This design comes from an exercise in tuning for small area and a short achievable clock period on the open sky130 flow, not from production work. In this exercise RTL edits were held to simulation tests only and were not proved equivalent to the original. The flow treats the clock pin as an ideal source, which a real chip does not have. Power is estimated from default activity; no workload was simulated.

## flow/flow/run.sh

```bash
#!/bin/bash
# The standard layout (the standard.sh, with the standard synthesis unchanged) with:
# - port buffers of a plain buffer cell (buf_4) instead of the one buffer_ports picks;
# - the resizer free to pick any cell size, not only same-footprint ones;
# - before detailed placement, each output port's buffer next to its pin and the register
#   feeding it right behind the buffer (flow/pull_out_regs.tcl);
# - after clock tree synthesis, the clock root buffer split into four, each driving one
#   quadrant of the tree, then legalization and another timing repair (flow/post_cts.tcl).
set -euo pipefail
F="$PWD/flow"
export PRE_DETAIL_PLACE_TCL="$F/pull_out_regs.tcl"
export POST_CTS_TCL="$F/post_cts.tcl"
bash standard.sh MATCH_CELL_FOOTPRINT=0 "BUFFER_PORTS_ARGS=-buffer_cell sky130_fd_sc_hd__buf_4" \
  PRE_DETAIL_PLACE_TCL="$F/pull_out_regs.tcl" POST_CTS_TCL="$F/post_cts.tcl" finish > standard_flow.log 2>&1
```

## flow/flow/post_cts.tcl

```tcl
# After clock tree synthesis: split the clock root buffer (flow/split_root.tcl), legalize the
# new buffers, and repair timing again on the faster clock tree.
source [file join [file dirname [info script]] split_root.tcl]
global_connect
detailed_placement
estimate_parasitics -placement
repair_timing_helper
detailed_placement
check_placement -verbose
estimate_parasitics -placement
report_clock_latency
report_worst_slack
```

## flow/flow/pull_out_regs.tcl

```tcl
# Before detailed placement: put each output port's buffer next to its pin, and the
# flip-flop that feeds that buffer right behind it, so the register-to-port wire is short.
# Detailed placement then legalizes the moved cells.
set block [ord::get_db_block]
set core [$block getCoreArea]
set cx0 [$core xMin]; set cy0 [$core yMin]; set cx1 [$core xMax]; set cy1 [$core yMax]
set step 4000
set moved 0
proc clampv {v lo hi} { expr {$v < $lo ? $lo : ($v > $hi ? $hi : $v)} }
foreach bt [$block getBTerms] {
  if {[$bt getIoType] ne "OUTPUT"} continue
  set net [$bt getNet]
  if {$net eq "NULL"} continue
  set buf ""
  foreach it [$net getITerms] { if {[$it isOutputSignal]} { set buf [$it getInst] } }
  if {$buf eq ""} continue
  set flop ""
  foreach it [$buf getITerms] {
    if {![$it isInputSignal]} continue
    set n2 [$it getNet]
    if {$n2 eq "NULL"} continue
    foreach it2 [$n2 getITerms] {
      if {[$it2 isOutputSignal]} {
        set c [$it2 getInst]
        if {[string match "*__*df*" [[$c getMaster] getName]]} { set flop $c }
      }
    }
  }
  set bb [$bt getBBox]
  set px [expr {([$bb xMin] + [$bb xMax]) / 2}]
  set py [expr {([$bb yMin] + [$bb yMax]) / 2}]
  # inward direction from the nearest die edge
  set dx 0; set dy 0
  set dl [expr {$px - $cx0}]; set dr [expr {$cx1 - $px}]
  set db [expr {$py - $cy0}]; set dt [expr {$cy1 - $py}]
  set m [expr {min($dl, $dr, $db, $dt)}]
  if {$m == $dl} { set dx 1 } elseif {$m == $dr} { set dx -1 } elseif {$m == $db} { set dy 1 } else { set dy -1 }
  set bx [clampv $px $cx0 [expr {$cx1 - 10000}]]
  set by [clampv $py $cy0 [expr {$cy1 - 3000}]]
  $buf setLocation [expr {$bx + $dx * $step}] [expr {$by + $dy * $step}]
  if {$flop ne ""} {
    $flop setLocation [expr {$bx + $dx * 3 * $step}] [expr {$by + $dy * 3 * $step}]
    incr moved
  }
}
puts "pull_out_regs: moved $moved output registers next to their port buffers"
```

## flow/flow/split_root.tcl

```tcl
# Split the clock root buffer into four, one per quadrant of its loads, all driven by the
# clock port, so the first clock stage drives a quarter of the load each.
set block [ord::get_db_block]
set root [$block findInst clkbuf_0_clk]
if {$root ne "NULL"} {
  set clknet [[$root findITerm A] getNet]
  set rnet [[$root findITerm X] getNet]
  set master [$root getMaster]
  set loads {}
  foreach it [$rnet getITerms] { if {[$it isInputSignal]} { lappend loads $it } }
  set rx 0; set ry 0
  foreach it $loads { set l [[$it getInst] getLocation]; set rx [expr {$rx + [lindex $l 0]}]; set ry [expr {$ry + [lindex $l 1]}] }
  set n [llength $loads]
  set cx [expr {$rx / $n}]; set cy [expr {$ry / $n}]
  array set grp {}
  foreach it $loads {
    set l [[$it getInst] getLocation]
    set q [expr {([lindex $l 0] >= $cx ? 1 : 0) + ([lindex $l 1] >= $cy ? 2 : 0)}]
    lappend grp($q) $it
  }
  set k 0
  foreach q [lsort [array names grp]] {
    if {$k == 0} {
      set b $root; set net $rnet
    } else {
      set b [odb::dbInst_create $block $master "clkbuf_0_clk_split$k"]
      set net [odb::dbNet_create $block "clknet_0_clk_split$k"]
      $net setSigType CLOCK
      [$b findITerm A] connect $clknet
      [$b findITerm X] connect $net
    }
    set sx 0; set sy 0
    foreach it $grp($q) {
      if {$k != 0} { $it disconnect; $it connect $net }
      set l [[$it getInst] getLocation]; set sx [expr {$sx + [lindex $l 0]}]; set sy [expr {$sy + [lindex $l 1]}]
    }
    set m [llength $grp($q)]
    $b setLocation [expr {$sx / $m}] [expr {$sy / $m}]
    $b setPlacementStatus PLACED
    incr k
  }
  puts "split_root: clock root split into $k buffers"
}
```

## flow/standard.sh

```bash
#!/bin/bash
# synth_recipe.tcl (not shown) runs the flow's synth.tcl, then flattens the netlist and writes it again
# the make line also repeats each setting of config.mk as NAME=value (left out here)
make -C /OpenROAD-flow-scripts/flow DESIGN_CONFIG=/design/flow/config.mk WORK_HOME=/design/flow/orfs CLKGATE_MAP_FILE= SYNTH_SCRIPT=/design/flow/synth_recipe.tcl "${@:-finish}"
```

## flow/config.mk

```make
export PLATFORM = sky130hd
export DESIGN_NAME = fpga_host
export DESIGN_NICKNAME = fpga_host
export VERILOG_FILES = /design/flow/design.v
export SDC_FILE = /design/flow/constraint.sdc
export NUM_CORES = 4
export LEC_CHECK = 0
export ABC_CLOCK_PERIOD_IN_PS = 2000
export CAP_MARGIN = 20
export CORE_MARGIN = 2
export CORE_UTILIZATION = 65
export CTS_CLUSTER_DIAMETER = 80
export CTS_CLUSTER_SIZE = 24
export SETUP_SLACK_MARGIN = 2.12
export SLEW_MARGIN = 20
```

## flow/constraint.sdc

```tcl
create_clock -name core_clock -period 4.2 [get_ports {clk}]
set_input_delay 0.8400 -clock core_clock [delete_from_list [all_inputs] [get_ports {clk}]]
set_output_delay 0.8400 -clock core_clock [all_outputs]
set_load 0.01 [all_outputs]
```

## flow/design.v

```verilog
`default_nettype none
package fpga_host_pkg;
  localparam int CSR_DATA_W = 32;
  localparam int CSR_ADDR_W = 4;
  localparam int NBF_ADDR_W   = 64;
  localparam int NBF_DATA_W   = 64;
  localparam int NBF_OPCODE_W = 8;
  localparam int NBF_FLITS    = 5;
  localparam logic [CSR_ADDR_W-1:0] CSR_NBF            = 4'h0;
  localparam logic [CSR_ADDR_W-1:0] CSR_HOST_TO_BP     = 4'h4;
  localparam logic [CSR_ADDR_W-1:0] CSR_BP_TO_HOST_CNT = 4'h8;
  localparam logic [CSR_ADDR_W-1:0] CSR_BP_TO_HOST     = 4'hC;
  localparam logic [NBF_OPCODE_W-1:0] OP_WRITE32 = 8'h02;
  localparam logic [NBF_OPCODE_W-1:0] OP_WRITE64 = 8'h03;
  localparam logic [NBF_OPCODE_W-1:0] OP_FENCE   = 8'hFE;
  localparam logic [NBF_OPCODE_W-1:0] OP_FINISH  = 8'hFF;
  localparam logic [1:0] SIZE_32 = 2'd2;
  localparam logic [1:0] SIZE_64 = 2'd3;
  typedef logic [CSR_DATA_W-1:0] word_t;
  typedef struct packed {
    logic [NBF_OPCODE_W-1:0] opcode;
    logic [NBF_ADDR_W-1:0]   addr;
    logic [NBF_DATA_W-1:0]   data;
  } nbf_pkt_t;
endpackage
`default_nettype wire
`timescale 1ns/1ps
`default_nettype none
import fpga_host_pkg::*;
module fpga_host #(
  parameter int MMIO_ELS       = 16,
  parameter int NBF_MAX_WRITES = 4
) (
  input  wire                                   clk,
  input  wire                                   reset,
  input  wire                                   psel_i,
  input  wire                                   penable_i,
  input  wire                                   pwrite_i,
  input  wire [fpga_host_pkg::CSR_ADDR_W-1:0]   paddr_i,
  input  wire fpga_host_pkg::word_t             pwdata_i,
  output fpga_host_pkg::word_t                  prdata_o,
  output logic                                  pready_o,
  output logic                                  pslverr_o,
  output logic                                  wr_valid_o,
  input  wire                                   wr_ready_i,
  output logic [fpga_host_pkg::NBF_ADDR_W-1:0]  wr_addr_o,
  output logic [fpga_host_pkg::NBF_DATA_W-1:0]  wr_data_o,
  output logic [1:0]                            wr_size_o,
  input  wire                                   wr_done_i,
  output logic                                  bp_in_valid_o,
  input  wire                                   bp_in_ready_i,
  output fpga_host_pkg::word_t                  bp_in_data_o,
  input  wire                                   bp_out_valid_i,
  output logic                                  bp_out_ready_o,
  input  wire fpga_host_pkg::word_t             bp_out_data_i
);
  localparam int PKT_W = 2 + 4 * CSR_DATA_W;
  logic setup, access;
  logic hit_nbf, hit_h2b, hit_cnt, hit_b2h;
  assign setup   = psel_i & ~penable_i;
  assign access  = psel_i &  penable_i;
  assign hit_nbf = (paddr_i == CSR_NBF);
  assign hit_h2b = (paddr_i == CSR_HOST_TO_BP);
  assign hit_cnt = (paddr_i == CSR_BP_TO_HOST_CNT);
  assign hit_b2h = (paddr_i == CSR_BP_TO_HOST);
  logic [4:0]      dsel_q;      
  logic            dfull_q;     
  logic [31:0]           dw_q [4];    
  logic [1:0]      dcls_q;
  logic            flit_fire;
  logic            pkt_fire;
  logic            dfull_n;
  logic            qfull_q;
  assign flit_fire = access & pwrite_i & hit_nbf & ~dfull_q;
  assign pkt_fire  = dfull_q & ~qfull_q;
  assign dfull_n   = ~reset & ((dfull_q & qfull_q) | (flit_fire & dsel_q[4]));
  always_ff @(posedge clk) begin
    if (reset) begin
      dsel_q  <= 5'b00001;
      dfull_q <= 1'b0;
    end else begin
      dfull_q <= dfull_n;
      if (flit_fire) dsel_q <= {dsel_q[3:0], dsel_q[4]};
    end
  end
  always_ff @(posedge clk) begin
    for (int k = 0; k < 4; k++) begin
      if (!dfull_q && dsel_q[k]) dw_q[k] <= pwdata_i;
    end
    if (!dfull_q && dsel_q[4]) begin
      dcls_q[1] <= (pwdata_i[7:0] == OP_WRITE32) | (pwdata_i[7:0] == OP_WRITE64);
      dcls_q[0] <= (pwdata_i[7:0] == OP_WRITE64) | (pwdata_i[7:0] == OP_FENCE);
    end
  end
  logic [PKT_W-1:0] qmem [16];
  logic [15:0]      qwr_oh_q;   
  logic [15:0]      qrd_oh_q;   
  logic [15:0]      qth_q;      
  logic             qne_q;
  logic             q_pop, q_up, q_dn;
  logic [PKT_W-1:0] qhead;
  logic [1:0]       hcls_q;     
  logic [1:0]       ncls;       
  assign qne_q   = qth_q[0];
  assign qfull_q = qth_q[15];
  assign q_up    = pkt_fire & ~q_pop;
  assign q_dn    = q_pop & ~pkt_fire;
  always_ff @(posedge clk) begin
    for (int i = 0; i < 16; i++) begin
      if (qwr_oh_q[i] && !qfull_q) qmem[i] <= {dcls_q, dw_q[3], dw_q[2], dw_q[1], dw_q[0]};
    end
  end
  always_comb begin
    qhead = '0;
    for (int i = 0; i < 16; i++) qhead = qhead | (qmem[i] & {PKT_W{qrd_oh_q[i]}});
  end
  always_comb begin
    ncls = '0;
    for (int i = 0; i < 16; i++) ncls = ncls | (qmem[i][PKT_W-1:PKT_W-2] & {2{qrd_oh_q[(i+15)%16]}});
  end
  always_ff @(posedge clk) begin
    if (q_pop) begin
      hcls_q <= qth_q[1] ? ncls : dcls_q;
    end else if (!qne_q) begin
      hcls_q <= dcls_q;
    end
  end
  always_ff @(posedge clk) begin
    if (reset) begin
      qwr_oh_q <= 16'd1;
      qrd_oh_q <= 16'd1;
      qth_q    <= '0;
    end else begin
      if (pkt_fire) qwr_oh_q <= {qwr_oh_q[14:0], qwr_oh_q[15]};
      if (q_pop)    qrd_oh_q <= {qrd_oh_q[14:0], qrd_oh_q[15]};
      if (q_up)     qth_q    <= {qth_q[14:0], 1'b1};
      if (q_dn)     qth_q    <= {1'b0, qth_q[15:1]};
    end
  end
  logic [2:0] cred_q;
  logic       w64_q;
  logic       launch, retire, can_issue, drained, load_wr;
  logic       h_wr, h_x;
  assign h_wr = hcls_q[1];
  assign h_x  = hcls_q[0];
  assign launch    = wr_valid_o & wr_ready_i;
  assign retire    = wr_done_i & (cred_q != 3'd0);
  assign can_issue = ~wr_valid_o & ~cred_q[2];
  assign drained   = ~wr_valid_o & (cred_q == 3'd0);
  assign load_wr   = qne_q & h_wr & can_issue;
  assign q_pop     = qne_q & (h_wr ? can_issue : (~h_x | drained));
  always_ff @(posedge clk) begin
    if (reset) begin
      wr_valid_o <= 1'b0;
    end else if (load_wr) begin
      wr_valid_o <= 1'b1;
    end else if (launch) begin
      wr_valid_o <= 1'b0;
    end
  end
  always_ff @(posedge clk) begin
    if (!wr_valid_o) begin
      wr_addr_o          <= qhead[4*CSR_DATA_W-1:2*CSR_DATA_W];
      wr_data_o[31:0]    <= qhead[CSR_DATA_W-1:0];
      wr_data_o[63:32]   <= h_x ? qhead[2*CSR_DATA_W-1:CSR_DATA_W] : qhead[CSR_DATA_W-1:0];
      w64_q              <= h_x;
    end
  end
  assign wr_size_o = {1'b1, w64_q};
  always_ff @(posedge clk) begin
    if (reset) begin
      cred_q <= '0;
    end else begin
      case ({launch, retire})
        2'b10:   cred_q <= cred_q + 1'b1;
        2'b01:   cred_q <= cred_q - 1'b1;
        default: ;
      endcase
    end
  end
  logic [31:0] hmem [15];
  logic [14:0] hwr_oh_q;   
  logic [14:0] hrd_oh_q;   
  logic [15:0] hth_q;      
  logic [15:0] hth_n;
  logic        hfull_q, hfull_n;
  logic        h_push, h_pop, h_up, h_dn, h_one, h_from_in, h_from_ring, h_ring_push;
  logic [31:0] hring_head;
  assign hfull_q     = hth_q[15];
  assign h_push      = access & pwrite_i & hit_h2b & ~hfull_q;
  assign h_pop       = bp_in_ready_i & bp_in_valid_o;
  assign h_up        = h_push & ~h_pop;
  assign h_dn        = h_pop & ~h_push;
  assign h_one       = hth_q[0] & ~hth_q[1];
  assign h_from_in   = h_push & (~bp_in_valid_o | (h_one & h_pop));
  assign h_from_ring = h_pop & ~h_one;
  assign h_ring_push = h_push & ~h_from_in;
  assign hth_n       = reset ? '0 : h_up ? {hth_q[14:0], 1'b1} : h_dn ? {1'b0, hth_q[15:1]} : hth_q;
  assign hfull_n     = hth_n[15];
  always_comb begin
    hring_head = '0;
    for (int i = 0; i < 15; i++) hring_head = hring_head | (hmem[i] & {CSR_DATA_W{hrd_oh_q[i]}});
  end
  always_ff @(posedge clk) begin
    for (int i = 0; i < 15; i++) begin
      if (hwr_oh_q[i] && !hfull_q) hmem[i] <= pwdata_i;
    end
    if (h_from_in || h_from_ring) begin
      bp_in_data_o <= (!bp_in_valid_o || h_one) ? pwdata_i : hring_head;
    end
  end
  always_ff @(posedge clk) begin
    hth_q         <= hth_n;
    bp_in_valid_o <= hth_n[0];
    if (reset) begin
      hwr_oh_q      <= 15'd1;
      hrd_oh_q      <= 15'd1;
    end else begin
      if (h_ring_push) hwr_oh_q <= {hwr_oh_q[13:0], hwr_oh_q[14]};
      if (h_from_ring) hrd_oh_q <= {hrd_oh_q[13:0], hrd_oh_q[14]};
    end
  end
  logic [31:0] bmem [16];
  logic [15:0] bwr_oh_q;   
  logic [15:0] brd_oh_q;   
  logic [15:0] bth_q;      
  logic [15:0] bth_n;
  logic [4:0]  bcnt;
  logic        bne_q;
  logic        b_push, b_pop, b_up, b_dn;
  logic [31:0] bhead;
  assign bne_q  = bth_q[0];
  assign b_push = bp_out_valid_i & bp_out_ready_o;
  assign b_pop  = setup & ~pwrite_i & hit_b2h & bne_q;
  assign b_up   = b_push & ~b_pop;
  assign b_dn   = b_pop & ~b_push;
  assign bth_n  = reset ? '0 : b_up ? {bth_q[14:0], 1'b1} : b_dn ? {1'b0, bth_q[15:1]} : bth_q;
  always_comb begin
    bcnt = '0;
    for (int k = 0; k < 16; k++) begin
      if (bth_q[k]) bcnt = 5'(k + 1);
    end
  end
  always_ff @(posedge clk) begin
    for (int i = 0; i < 16; i++) begin
      if (bwr_oh_q[i] && bp_out_ready_o) bmem[i] <= bp_out_data_i;
    end
  end
  always_comb begin
    bhead = '0;
    for (int i = 0; i < 16; i++) bhead = bhead | (bmem[i] & {CSR_DATA_W{brd_oh_q[i]}});
  end
  always_ff @(posedge clk) begin
    bth_q          <= bth_n;
    bp_out_ready_o <= ~bth_n[15];
    if (reset) begin
      bwr_oh_q       <= 16'd1;
      brd_oh_q       <= 16'd1;
    end else begin
      if (b_push) bwr_oh_q <= {bwr_oh_q[14:0], bwr_oh_q[15]};
      if (b_pop)  brd_oh_q <= {brd_oh_q[14:0], brd_oh_q[15]};
    end
  end
  always_ff @(posedge clk) begin
    pready_o  <= ~(pwrite_i & ((hit_nbf & dfull_n) | (hit_h2b & hfull_n)));
    pslverr_o <= ~(hit_nbf | hit_h2b | hit_cnt | hit_b2h) | (pwrite_i & (hit_cnt | hit_b2h));
    if (pwrite_i) begin
      prdata_o <= '0;
    end else if (hit_cnt) begin
      prdata_o <= CSR_DATA_W'(bcnt);
    end else if (hit_b2h && bne_q) begin
      prdata_o <= bhead;
    end else begin
      prdata_o <= '0;
    end
  end
endmodule
`default_nettype wire
```

==> results.txt, run 1 <==
Synth Register Bits - 3552
synthesized area per cell - 19.37 um2
synthesis warning total - 5
GPL Wtd Cong - 0.7727
Power Dens Cells - 461.8 nW/um2
Synth Flop Type - edfxtp_1
Post-synth top cells - 3365 x edfxtp_1, 683 x a221oi_1, 680 x a22o_1
top-area cell type share of the netlist area - 0.8047
min-delay worst type - input pin to flip-flop
RR Startpoint - qrd_oh_q[0]
top layer in use - met5
Final Hold Viols - 0
largest fanout on the critical path - 7
design area - 139100 um2
Vert. Die Dim - 443.5 um
vias post-DR - 70420
WL/cell - 38.73 um
WL met2 - 177200 um
slowest library cell on the worst path - nand4_1
R2R depth - 5
number of remaining DRC errors - 0
crit start category - flip-flop
Top delay family on crit path - compound AO/OA/AOI/OAI gates
Clock Latency Late Sink - 0.60 ns
Buffers & Inverters on Critical Path - 2
setup TNS - 0 ns
antenna violations before repair - 32
Antenna Violating Nets Remaining - 0
Most common cell on crit path - buf_4
global route overflow - 0
share of cells above drive strength 1 - 0.1427
Tot GR Track Use - 0.3672
HPWL after DPL - 173700 um
hold endpoint - pslverr_o
LEAKAGE - 0.04361 uW
EDFF count, synth - 3365
ranking of synthesized cells by area - edfxtp_1 80%, a221oi_1 4.8%, a22o_1 4.7%
Seq/Total Area, Yosys - 0.8345
RSZ-0062 raised after global routing - yes
# nets final - 6914
Setup Skew - 0.02105 ns
cells after synthesis - 6484
CTS tree - built
Clk pin slew, worst setup/hold paths - 0.09 ns
met1 WL - 132500 um
Sink Count - 3552
vias in the first global route - 66840
min-delay src - pwrite_i
syn_nets - 6569
Die ar. - 196700 um2
core area - 192200 um2
area post-placement - 131400 um2
Yosys top cell by area - edfxtp_1
synthesis-to-layout area growth - 10.80%
Critical R2R Capture - wr_addr_o[50]
Critical Path RT - 4.37 ns
Initial Util - 0.6534
met3 WL - 44120 um
I/O pins - 276
worst setup path category - flip-flop to flip-flop
flop-to-flop setup slack - 2.05 ns
Slew Viols, Final - 0
Port Buffers - 274
synth unique cells - 57
fin crit share - 0.5123
slew margin rel. - 0.1999
drt total wl - 366300 um
outcome - finished clean
Peak VDD IR - 0.5221 mV
Initial DRC Count - 10750
worst setup path start - qrd_oh_q[0]
Worst Tran Pin Value - 1.195 ns
most common cell in the netlist - edfxtp_1
critical path, cell by cell - buf_4, buf_4, a22o_1, a221oi_1, nand4_1
Max Cap Violations - 0
Via density - 7.446
die width - 443.5 um
Setup violations, final - 0
first-pass GRT wire length - 507800 um
Critical Path AT - 2.33 ns
Peak Freq - 0.4648 GHz
row count - 161
CP max stage delay - 0.47 ns
crit end category - flip-flop
drt first pass iters - 6
hold depth - 3
min cycle time layout - 2.152 ns
pin count of the biggest net entering global routing - 110
Post-synth ARST share - 0
Syn Std Cell Area - 125600 um2
cell families (layout without fill, tap and decap cells):
kind of cell / Yosys count / after routing / synth area share
compound gates: 1735 / 1735 / 0.1146
mux: 97 / 97 / 0.008071
other cells: 1 / 30 / 0.00002986
xor+xnor: 2 / 2 / 0.0001395
flops: 3552 / 3552 / 0.8345
buf+inv: 454 / 864 / 0.01474
fa+ha+maj: 8 / 8 / 0.0008569
simple gates: 635 / 644 / 0.02701
metal layers:
layer / up-vias / track usage
met2: 5089 / 0.5929
met5: - / 0
met3: 660 / 0.06637
li1: 27940 / -
met4: 8 / 0.1072
met1: 36720 / 0.5222
layout by cell type (no fill, tap or decap), types with 4 or more instances in the layout:
cell	count
a211oi_1	4
a21oi_1	150
a221oi_1	662
a221oi_2	21
a22o_1	680
a22oi_1	161
and2_4	16
and4_1	33
buf_12	78
buf_16	12
buf_4	313
buf_6	184
buf_8	6
clkbuf_1	61
clkbuf_16	182
clkinvlp_4	4
dfxtp_1	122
dfxtp_2	45
dfxtp_4	20
diode_2	29
edfxtp_1	3365
ha_4	5
inv_1	13
mux2_2	27
mux2_4	7
mux2i_1	63
nand2_1	134
nand2b_1	18
nand3_1	35
nand3b_1	29
nand4_1	164
nor2_1	138
nor2b_1	7
nor2b_2	9
nor2b_4	35
o21ai_0	4
o22a_1	32
tightest hold or removal path, stage by stage:
cell and delay, ns:
buf_4 0.09, nand2_1 0.05, nand2_1 0.06
how the worst max path moves through the flow:
stage	end	slack [ns]	depth (start not counted)
finish	wr_addr_o[50]	2.05	5
global placement	bth_q[0]	1.08	8
floorplan	qmem[0][0]	1.23	3
global route	wr_data_o[56]	2.06	6
detailed placement	bth_q[5]	1.03	7
metrics by stage:
step | utilization | instances | worst slack, ns | total power, uW | hold slack (ns)
6_report | 0.7240 | 9458 | 2.048 | 64250 | 0.4614
5_1_grt | 0.7237 | 9436 | 2.062 | 65700 | 0.4651
3_5_place_dp | 0.6838 | 9038 | 1.033 | 45810 | 0.4547
3_3_place_gp | 0.6835 | 9036 | 1.076 | 45760 | 0.4465
2_1_floorplan | - | 6484 | 1.226 | 42940 | 0.4206
flip-flops by register name, indices dropped and copies added, names as in the netlist, 2 cells and up:
| name | count |
|---|---|
| qmem | 2080 |
| bmem | 512 |
| hmem | 480 |
| dw_q | 128 |
| wr_addr_o | 64 |
| wr_data_o | 64 |
| bp_in_data_o | 32 |
| prdata_o | 32 |
| brd_oh_q | 16 |
| bth_q | 16 |
| bwr_oh_q | 16 |
| hth_q | 16 |
| qrd_oh_q | 16 |
| qth_q | 16 |
| qwr_oh_q | 16 |
| hrd_oh_q | 15 |
| hwr_oh_q | 15 |
| dsel_q | 5 |
| cred_q | 3 |
| dcls_q | 2 |
| hcls_q | 2 |
report_power, final:
group / total [uW] / internal, uW / leakage, uW / switching (uW)
sequential: 39900 / 39300 / 0.0324 / 501
clock: 18100 / 7810 / 0.00227 / 10300
combinational: 6280 / 2720 / 0.00895 / 3560
cell type report, clock buffers not listed:
class | count | area, um2
antenna | 29 | 72.57
tap | 2526 | 3161
buffer | 3 | 75.07
timing repair buffer | 602 | 6618
inverter | 17 | 71.32
fill | 11470 | 53050
clock inverter | 8 | 105.1
sequential | 3552 | 104900
multi-input combinational | 2487 | 19580
==> run 2, diff against run 1 <==
--- a/flow/config.mk
+++ b/flow/config.mk
@@ -11,5 +11,5 @@
 export CORE_UTILIZATION = 65
 export CTS_CLUSTER_DIAMETER = 80
 export CTS_CLUSTER_SIZE = 24
-export SETUP_SLACK_MARGIN = 2.12
+export SETUP_SLACK_MARGIN = 2.18
 export SLEW_MARGIN = 20
==> run 2 against run 1 <==
- still clean
- sequential power about the same
- flip-flop and latch count unchanged
- global-route usage grew 0.55 points
- critical path depth is the same
==> results.txt, run 2 <==
setup TNS - 0 ns
drt total wl - 373700 um
Critical R2R Capture - wr_addr_o[50]
Die ar. - 196700 um2
EDFF count, synth - 3365
Post-synth top cells - 3365 x edfxtp_1, 683 x a221oi_1, 680 x a22o_1
top-area cell type share of the netlist area - 0.8047
die width - 443.5 um
Via density - 7.447
RSZ-0062 raised after global routing - yes
synthesis-to-layout area growth - 12.22%
Worst Tran Pin Value - 1.273 ns
ranking of synthesized cells by area - edfxtp_1 80%, a221oi_1 4.8%, a22o_1 4.7%
Antenna Violating Nets Remaining - 0
largest registers - qmem x2080, bmem x512, hmem x480
R2R depth - 5
Port Buffers - 274
Seq/Total Area, Yosys - 0.8345
flop-to-flop setup slack - 2.13 ns
Largest register FFs - 2080
GR Util met3 - 0.06917
Slew Viols, Final - 0
cells after synthesis - 6484
filler instances - 11270
Synth Flop Type - edfxtp_1
min-delay worst type - input pin to flip-flop
most flop-heavy register - qmem
crit end category - flip-flop
met2 GRT Util - 0.5976
commonest non-fill, non-tap cell in the layout - edfxtp_1
vias in the first global route - 67130
Power Dens Cells - 459.0 nW/um2
antenna violations before repair - 29
Clock Latency Late Sink - 0.61 ns
internal power - 50140 uW
layer with the highest usage - met2
Post-synth ARST share - 0
HPWL after DPL - 173700 um
global route overflow - 0
outcome - finished clean
Yosys top cell by area - edfxtp_1
fin crit share - 0.4926
synthesis warning total - 5
Switching Fraction - 0.2248
Final Hold Viols - 0
Syn Std Cell Area - 125600 um2
most common cell in the netlist - edfxtp_1
I/O pins - 276
LEAKAGE - 0.04446 uW
RR Startpoint - qrd_oh_q[3]
row count - 161
Setup Skew - 0.02971 ns
Synth Register Bits - 3552
worst setup path start - qrd_oh_q[3]
Initial DRC Count - 10960
Clk pin slew, worst setup/hold paths - 0.09 ns
vias post-DR - 70950
combinational share of power - 0.104
power share of the sequential group - 0.616
first-pass GRT wire length - 513600 um
Peak Freq - 0.4834 GHz
share of cells above drive strength 1 - 0.1673
pin count of the biggest net entering global routing - 110
NetSw - 14540 uW
GPL Wtd Cong - 0.7727
Critical Path RT - 4.38 ns
largest fanout on the critical path - 8
met1 Use GR - 0.5272
slew margin rel. - 0.1510
core area - 192200 um2
synth unique cells - 57
Sink Count - 3552
syn_nets - 6569
Final Util - 0.7333
WL/cell - 39.23 um
# nets final - 6986
CTS tree - built
Critical path destination - wr_addr_o[50]
worst setup path category - flip-flop to flip-flop
crit start category - flip-flop
Critical Path AT - 2.25 ns
Clock Power Share - 0.280
Max Cap Violations - 0
number of remaining DRC errors - 0
Setup violations, final - 0
drt first pass iters - 5
Initial Util - 0.6534
Peak VDD IR - 0.5220 mV
most frequent cells in the layout - 3365 x edfxtp_1, 679 x a22o_1, 560 x a221oi_1
Tot GR Track Use - 0.3727
min cycle time layout - 2.069 ns
Vert. Die Dim - 443.5 um
synthesized area per cell - 19.37 um2
[run 2: cell types whose count changed in the layout (fill, tap and decap cells not counted), moves of 6 or more]
cell	previous run	this run
a221oi_1	662	560
a221oi_2	21	122
mux2_4	7	16
buf_12	78	86
mux2_2	27	18
buf_6	184	198
buf_16	12	18
clkbuf_16	182	195
buf_4	313	341
[run 2: logic make-up (layout without fill, tap and decap cells)]
group	after synthesis	in the layout	share of synthesized area
xor+xnor	2	2	0.0001395
simple gates	635	644	0.02701
flops	3552	3552	0.8345
compound gates	1735	1735	0.1146
other cells	1	27	0.00002986
fa+ha+maj	8	8	0.0008569
buf+inv	454	936	0.01474
mux	97	97	0.008071
[run 2: worst min-delay path by stage]
stage	to	start	depth (start not counted)	slack, ns
after global routing	pslverr_o	pwrite_i	3	0.47
after global placement	bwr_oh_q[3]	bwr_oh_q[2]	2	0.45
final	pslverr_o	pwrite_i	3	0.46
after detailed placement	bwr_oh_q[8]	bwr_oh_q[7]	2	0.45
after floorplan	w64_q	hcls_q[0]	0	0.42
[run 2: per-stage QoR]
step | std cells | hold slack [ns] | total power (uW) | instance area, um2 | worst slack (ns)
floorplan | 6484 | 0.4206 | 42940 | 125700 | 1.226
global placement | 9036 | 0.4465 | 45760 | 131400 | 1.076
detailed placement | 9038 | 0.4547 | 45810 | 131400 | 1.033
global route | 9504 | 0.4650 | 66100 | 140900 | 2.101
finish | 9527 | 0.4634 | 64680 | 140900 | 2.131
[run 2: cell type report, clock buffers not listed]
| cell class | instances | area [um2] | share of cell area |
|---|---|---|---|
| Tap cell | 2526 | 3161 | 0.02243 |
| Multi-Input combinational cell | 2487 | 20300 | 0.1441 |
| Buffer | 3 | 75.07 | 0.0005327 |
| Clock inverter | 8 | 105.1 | 0.0007458 |
| Inverter | 17 | 71.32 | 0.0005061 |
| Antenna cell | 26 | 65.06 | 0.0004617 |
| Sequential cell | 3552 | 104900 | 0.7446 |
| Timing Repair Buffer | 674 | 7680 | 0.05450 |
[run 2: metal layers]
layer  vias to the layer above  share of wire
met4                         6          0.038
met2                      5229           0.48
met3                       702           0.12
met5                         -        0.00013
li1                      28110              -
met1                     36900           0.36
[run 2: critical path, stage by stage, from the launching register on]
cell and delay (ns):
dfxtp_4 0.46, buf_12 0.21, buf_16 0.17, a22o_1 0.22
a221oi_2 0.16, nand4_1 0.43
[run 2: power groups by stage]
stage / sequential [uW] / combinational, uW / clock [uW]
6_report: 39800 / 6740 / 18100
5_1_grt: 39900 / 6890 / 19300
3_5_place_dp: 40700 / 5080 / 0
2_1_floorplan: 40700 / 2210 / 0
3_3_place_gp: 41100 / 4690 / 0
==> run 3, diff against run 2 <==
==> flow/flow/run.sh (replaced) <==
#!/bin/bash
# The standard layout (the standard.sh, with the standard synthesis unchanged) with:
# - port buffers of a plain buffer cell (buf_2) instead of the one buffer_ports picks;
# - the resizer free to pick any cell size, not only same-footprint ones;
# - before detailed placement, each output port's buffer next to its pin and the register
#   feeding it right behind the buffer (flow/pull_out_regs.tcl);
# - after clock tree synthesis, the clock root buffer split into four, each driving one
#   quadrant of the tree, then legalization and another timing repair (flow/post_cts.tcl).
set -euo pipefail
F="$PWD/flow"
export PRE_DETAIL_PLACE_TCL="$F/pull_out_regs.tcl"
export POST_CTS_TCL="$F/post_cts.tcl"
bash standard.sh MATCH_CELL_FOOTPRINT=0 "BUFFER_PORTS_ARGS=-buffer_cell sky130_fd_sc_hd__buf_2" \
  PRE_DETAIL_PLACE_TCL="$F/pull_out_regs.tcl" POST_CTS_TCL="$F/post_cts.tcl" finish > standard_flow.log 2>&1
==> flow/config.mk (replaced) <==
export PLATFORM = sky130hd
export DESIGN_NAME = fpga_host
export DESIGN_NICKNAME = fpga_host
export VERILOG_FILES = /design/flow/design.v
export SDC_FILE = /design/flow/constraint.sdc
export NUM_CORES = 4
export LEC_CHECK = 0
export ABC_CLOCK_PERIOD_IN_PS = 2100
export CAP_MARGIN = 20
export CORE_MARGIN = 2
export CORE_UTILIZATION = 65
export CTS_CLUSTER_DIAMETER = 80
export CTS_CLUSTER_SIZE = 24
export SETUP_SLACK_MARGIN = 2.05
export SLEW_MARGIN = 20
==> run 3 against run 2 <==
- register-to-register slack worse by 0.12 ns
- highest routed layer unchanged
- first-iteration DRC count is 6.0% lower
- worst hold slack better by 0.0044 ns
- total power is 1.8% lower
- area after synthesis stayed put
- critical path type unchanged
- utilization is 1.7 points lower
==> results.txt, run 3 <==
Via density - 7.435
most frequent cells in the layout - 3365 x edfxtp_1, 680 x a22o_1, 678 x a221oi_1
most flop-heavy register - qmem
cells after synthesis - 6484
Antenna Violating Nets Remaining - 0
worst hold slack - 0.4679 ns
Critical Path RT - 4.54 ns
ranking of synthesized cells by area - edfxtp_1 80%, a221oi_1 4.8%, a22o_1 4.7%
first-pass GRT wire length - 503800 um
share of cells above drive strength 1 - 0.1363
I/O pins - 276
Clock Latency Late Sink - 0.61 ns
Port Buffers - 274
Synth Register Bits - 3552
most common cell in the netlist - edfxtp_1
Setup Skew - 0.03504 ns
EDFF count, synth - 3365
Sink Count - 3552
Largest register FFs - 2080
Seq/Total Area, Yosys - 0.8345
LEAKAGE - 0.04313 uW
drt total wl - 363100 um
Power Dens Cells - 461.2 nW/um2
min cycle time layout - 2.191 ns
syn_nets - 6569
number of remaining DRC errors - 0
drt first pass iters - 6
largest registers - qmem x2080, bmem x512, hmem x480
Initial DRC Count - 10300
Peak Freq - 0.4565 GHz
Peak VDD IR - 0.5001 mV
crit start category - flip-flop
row count - 161
CTS tree - built
Critical Path AT - 2.53 ns
synthesized area per cell - 19.37 um2
commonest non-fill, non-tap cell in the layout - edfxtp_1
setup TNS - 0 ns
fin crit share - 0.5216
Slew Viols, Final - 0
largest fanout on the critical path - 48
Final Hold Viols - 0
synthesis warning total - 5
core area - 192200 um2
slew margin rel. - 0.1996
Initial Util - 0.6534
Post-synth top cells - 3365 x edfxtp_1, 683 x a221oi_1, 680 x a22o_1
synthesis-to-layout area growth - 9.682%
worst setup path category - flip-flop to flip-flop
Die ar. - 196700 um2
Worst Tran Pin Value - 1.201 ns
Synth Flop Type - edfxtp_1
vias in the first global route - 66540
outcome - finished clean
Syn Std Cell Area - 125600 um2
# nets final - 6900
antenna violations before repair - 32
HPWL after DPL - 175700 um
crit end category - flip-flop
Post-synth ARST share - 0
Vert. Die Dim - 443.5 um
filler instances - 11600
Tot GR Track Use - 0.3645
pin count of the biggest net entering global routing - 126
die width - 443.5 um
Yosys top cell by area - edfxtp_1
WL/cell - 38.39 um
Setup violations, final - 0
synth unique cells - 57
GPL Wtd Cong - 0.7818
global route overflow - 0
Max Cap Violations - 0
vias post-DR - 70330
Clk pin slew, worst setup/hold paths - 0.09 ns
top-area cell type share of the netlist area - 0.8047
min-delay worst type - flip-flop to flip-flop
RSZ-0062 raised after global routing - yes
[run 3: changes by cell type in the layout (fill, tap and decap cells not counted), moves of 16 or more]
cell | before | now
buf_2 | 0 | 255
buf_6 | 198 | 32
buf_4 | 341 | 204
a221oi_1 | 560 | 678
a221oi_2 | 122 | 5
clkbuf_1 | 61 | 81
and2_2 | 0 | 16
dfxtp_1 | 120 | 136
[run 3: worst max-delay path: stages (launching register included)]
cell and delay (ns):
dfxtp_4 0.52, buf_12 0.29, a221oi_1 0.39, nand4_1 0.32, mux2_4 0.41
[run 3: through the flow]
stage / util / instances / setup WS [ns] / total power, uW / cell area, um2
after floorplan: - / 6484 / 1.226 / 42940 / 125700
after detailed placement: 0.6808 / 9046 / 0.9871 / 45470 / 130800
after global placement: 0.6807 / 9045 / 1.044 / 45440 / 130800
final: 0.7167 / 9459 / 2.009 / 63520 / 137700
after global routing: 0.7164 / 9439 / 2.000 / 64940 / 137700
[run 3: cell type report, clock buffers not listed]
| cell class | instances | area (um2) | share of cell area |
|---|---|---|---|
| multi-input combinational | 2483 | 19400 | 0.1409 |
| clock inverter | 4 | 30.03 | 0.0002180 |
| timing repair buffer | 592 | 5311 | 0.03856 |
| antenna | 24 | 60.06 | 0.0004361 |
| buffer | 3 | 75.07 | 0.0005451 |
| sequential | 3552 | 104900 | 0.7617 |
| inverter | 17 | 71.32 | 0.0005178 |
| tap | 2526 | 3161 | 0.02295 |
[run 3: worst paths after layout]
| kind | end | cells after the start | slack, ns | from |
|---|---|---|---|---|
| setup / recovery | wr_data_o[39] | 4 | 2.01 | qrd_oh_q[7] |
| hold / removal | qwr_oh_q[4] | 2 | 0.47 | qwr_oh_q[3] |
| setup reg to reg | wr_data_o[39] | 4 | 2.01 | qrd_oh_q[7] |
| hold reg to reg | qwr_oh_q[4] | 2 | 0.47 | qwr_oh_q[3] |
[run 3: per-layer routing]
metal / wire (um) / GRT usage
met1: 133700 / 0.5308
met3: 42770 / 0.05476
met4: 12150 / 0.1001
met2: 174400 / 0.5873
met5: 114 / 0
[run 3: cells by family after synthesis]
kind of cell,after synthesis,synth area share
DFF,3552,0.8345
AOI/OAI and AO/OA,1735,0.1146
and+or+nand+nor,635,0.02701
buffers and inverters,454,0.01474
muxes,97,0.008071
adders and majority gates,8,0.0008569
xor gates and xnor gates,2,0.0001395
other,1,0.00002986
[run 3: power breakdown]
group	total (uW)	switching (uW)	internal (uW)
registers	39700	396	39300
clock network	18300	10300	7920
logic	5540	3490	2050
==> run 4, diff against run 3 <==
==> flow/flow/run.sh (replaced) <==
#!/bin/bash
# The standard layout (the standard.sh, with the standard synthesis unchanged) with:
# - port buffers of a plain buffer cell (buf_4) instead of the one buffer_ports picks;
# - the resizer free to pick any cell size, not only same-footprint ones;
# - before detailed placement, each output port's buffer next to its pin and the register
#   feeding it right behind the buffer (flow/pull_out_regs.tcl);
# - after clock tree synthesis, the clock root buffer split into four, each driving one
#   quadrant of the tree, then legalization and another timing repair (flow/post_cts.tcl).
set -euo pipefail
F="$PWD/flow"
export PRE_DETAIL_PLACE_TCL="$F/pull_out_regs.tcl"
export POST_CTS_TCL="$F/post_cts.tcl"
bash standard.sh MATCH_CELL_FOOTPRINT=0 "BUFFER_PORTS_ARGS=-buffer_cell sky130_fd_sc_hd__buf_4" \
  PRE_DETAIL_PLACE_TCL="$F/pull_out_regs.tcl" POST_CTS_TCL="$F/post_cts.tcl" finish > standard_flow.log 2>&1
--- a/flow/flow/pull_out_regs.tcl
+++ b/flow/flow/pull_out_regs.tcl
@@ -1,10 +1,12 @@
 # Before detailed placement: put each output port's buffer next to its pin, and the
-# flip-flop that feeds that buffer right behind it, so the register-to-port wire is short.
+# flip-flop that feeds that buffer a third of the way from there back to where global
+# placement put it, so both its input and its output wire are short; then repair long wires.
 # Detailed placement then legalizes the moved cells.
 set block [ord::get_db_block]
 set core [$block getCoreArea]
 set cx0 [$core xMin]; set cy0 [$core yMin]; set cx1 [$core xMax]; set cy1 [$core yMax]
 set step 4000
+set frac 0.35
 set moved 0
 proc clampv {v lo hi} { expr {$v < $lo ? $lo : ($v > $hi ? $hi : $v)} }
 foreach bt [$block getBTerms] {
@@ -39,8 +41,12 @@
   set by [clampv $py $cy0 [expr {$cy1 - 3000}]]
   $buf setLocation [expr {$bx + $dx * $step}] [expr {$by + $dy * $step}]
   if {$flop ne ""} {
-    $flop setLocation [expr {$bx + $dx * 3 * $step}] [expr {$by + $dy * 3 * $step}]
+    set fl [$flop getLocation]
+    set fx [expr {$bx + $dx * 3 * $step}]; set fy [expr {$by + $dy * 3 * $step}]
+    $flop setLocation [expr {int($fx + $frac * ([lindex $fl 0] - $fx))}] [expr {int($fy + $frac * ([lindex $fl 1] - $fy))}]
     incr moved
   }
 }
 puts "pull_out_regs: moved $moved output registers next to their port buffers"
+estimate_parasitics -placement
+repair_design_helper
==> run 4 against run 3 <==
- clock skew shrank 0.0056 ns
- first-iteration DRC count shrank 0.37%
- cell count shrank 0.34%
- worst hold slack lost 0.011 ns
- utilization grew 0.40 points
- critical endpoint is now wr_addr_o[50]
==> results.txt, run 4 <==
outcome - finished clean
Die ar. - 196700 um2
CP max stage delay - 0.58 ns
Synth Flop Type - edfxtp_1
Sink Count - 3552
Max Cap Violations - 0
R2R depth - 4
WL met2 - 174400 um
fin crit share - 0.5250
top layer in use - met5
Initial DRC Count - 10260
hold depth - 2
top-area cell type share of the netlist area - 0.8047
setup TNS - 0 ns
Worst Tran Pin Value - 1.151 ns
die width - 443.5 um
drt first pass iters - 6
Antenna Violating Nets Remaining - 0
Final Hold Viols - 0
antenna violations before repair - 25
Clock Latency Late Sink - 0.61 ns
Clk pin slew, worst setup/hold paths - 0.09 ns
global route overflow - 0
row count - 161
min cycle time layout - 2.205 ns
crit end category - flip-flop
drt total wl - 360200 um
most flop-heavy register - qmem
largest fanout on the critical path - 41
most common cell in the netlist - edfxtp_1
pin count of the biggest net entering global routing - 110
flop-to-flop setup slack - 1.99 ns
most frequent cells in the layout - 3365 x edfxtp_1, 680 x a22o_1, 680 x a221oi_1
Via density - 7.395
Power Dens Cells - 462.8 nW/um2
crit start category - flip-flop
EDFF count, synth - 3365
RR Startpoint - qrd_oh_q[7]
Slew Viols, Final - 0
# nets final - 6875
vias in the first global route - 66450
cells after synthesis - 6484
RSZ-0062 raised after global routing - yes
syn_nets - 6569
Sequential cell area - 104900 um2
WL/cell - 38.21 um
I/O pins - 276
met1 WL - 132500 um
synth unique cells - 57
Tot GR Track Use - 0.3620
synthesis warning total - 5
Critical R2R Capture - wr_addr_o[50]
met3 WL - 41440 um
slowest library cell on the worst path - dfxtp_4
share of cells above drive strength 1 - 0.1337
critical path, cell by cell - buf_12, a22o_1, a221oi_1, nand4_1
Post-synth ARST share - 0
Peak VDD IR - 0.4504 mV
Seq/Total Area, Yosys - 0.8345
area occupied by multi-input gates - 19410 um2
synthesis-to-layout area growth - 10.29%
ranking of synthesized cells by area - edfxtp_1 80%, a221oi_1 4.8%, a22o_1 4.7%
Setup violations, final - 0
Port Buffers - 274
filler instances - 11630
Critical Path RT - 4.42 ns
Post-synth top cells - 3365 x edfxtp_1, 683 x a221oi_1, 680 x a22o_1
CTS tree - built
Largest register FFs - 2080
number of remaining DRC errors - 0
worst hold slack - 0.4569 ns
Peak Freq - 0.4535 GHz
slew margin rel. - 0.2329
core area - 192200 um2
worst setup path category - flip-flop to flip-flop
HPWL after DPL - 172300 um
synthesized area per cell - 19.37 um2
commonest non-fill, non-tap cell in the layout - edfxtp_1
first-pass GRT wire length - 501600 um
LEAKAGE - 0.04329 uW
hold endpoint - bwr_oh_q[10]
GPL Wtd Cong - 0.7727
Critical Path AT - 2.43 ns
Synth Register Bits - 3552
Vert. Die Dim - 443.5 um
min-delay worst type - flip-flop to flip-flop
vias post-DR - 69710
Yosys top cell by area - edfxtp_1
Setup Skew - 0.02948 ns
largest registers - qmem x2080, bmem x512, hmem x480
Syn Std Cell Area - 125600 um2
min-delay src - bwr_oh_q[9]
Initial Util - 0.6534
==> run 4: cell counts after synthesis <==
Identical to the previous run, type by type.
==> run 4: critical path: cells and delay by family, from the launching register on <==
family / cells / cell delay (ns)
compound gates: 2 / 0.50
buf+inv: 1 / 0.31
simple gates: 1 / 0.38
flops: 1 / 0.58
==> run 4: cell type report, clock buffers not listed <==
| cell class | count | area share |
|---|---|---|
| inverter | 17 | 0.0005150 |
| tap | 2526 | 0.02282 |
| buffer | 3 | 0.0005421 |
| antenna | 21 | 0.0003795 |
| timing repair buffer | 562 | 0.04407 |
| sequential | 3552 | 0.7576 |
| multi-input combinational | 2487 | 0.1402 |
| clock inverter | 9 | 0.0005602 |
==> run 4: worst max path at each step <==
stage / end / start / slack (ns)
final: wr_addr_o[50] / qrd_oh_q[7] / 1.99
after global routing: pready_o / paddr_i[1] / 2.01
after detailed placement: bth_q[5] / paddr_i[1] / 1.07
after global placement: bth_q[0] / paddr_i[1] / 1.08
after floorplan: qmem[0][0] / qth_q[15] / 1.23
==> run 4: kinds of logic after synthesis <==
kind of cell / synth area share
fa+ha+maj: 0.0008569
simple gates: 0.02701
mux: 0.008071
xor+xnor: 0.0001395
other cells: 0.00002986
compound gates: 0.1146
buf+inv: 0.01474
flops: 0.8345
==> run 4: power breakdown <==
part | leakage [uW] | switching (uW) | internal (uW)
Combinational | 0.00861 | 3270 | 2620
Clock | 0.00229 | 10400 | 7820
Sequential | 0.0324 | 634 | 39400
Total | 0.0433 | 14300 | 49800
==> run 4: metrics by stage <==
stage,utilization,instances,instance area (um2),setup slack (ns),total power [uW]
6_report,0.7206,9427,138500,1.995,64090
5_1_grt,0.7205,9418,138500,2.009,65550
3_5_place_dp,0.6838,9038,131400,1.068,45780
3_3_place_gp,0.6835,9036,131400,1.076,45760
2_1_floorplan,-,6484,125700,1.226,42940
==> run 4: layer usage <==
layer  up-vias  GRT usage
li1      27870          -
met1     36570     0.5205
met2      4664     0.5850
met3       595    0.05529
met4        12     0.1092
met5         -          0

==> port drivers added, routing unchanged <==
How much do the figures lean on ideal ports? The routed layouts below were timed once more, with nothing changed but the port constraints.
Step 1 sets driving cells, clkbuf_16 on the clock port and buf_2 on the other inputs (assumed; they add their load-dependent delay and slew).
Step 2 moves the port delays by t, midway between the first and last clock arrival at a register: inputs arrive t later, outputs are due t later. That takes back most of the time a late clock gives input paths.
Three values: ideal, step 1, step 2; two values: the first two.
| run | shift t [ns] | setup slack, ns | worst register clock-pin slew, ns |
|---|---|---|---|
| run 1 | 0.790 | 2.048 / 1.973 / 1.540 | 0.10 / 0.10 |
| run 2 | 0.789 | 2.131 / 1.983 / 1.569 | 0.10 / 0.10 |
| run 3 | 0.789 | 2.009 / 1.959 / 1.425 | 0.10 / 0.10 |
| run 4 | 0.792 | 1.995 / 1.910 / 1.494 | 0.10 / 0.10 |
After both steps every run listed still meets setup and hold. For run 3, which loses most, drivers alone change the setup slack by -0.050 ns; drivers and shift together by -0.584 ns.
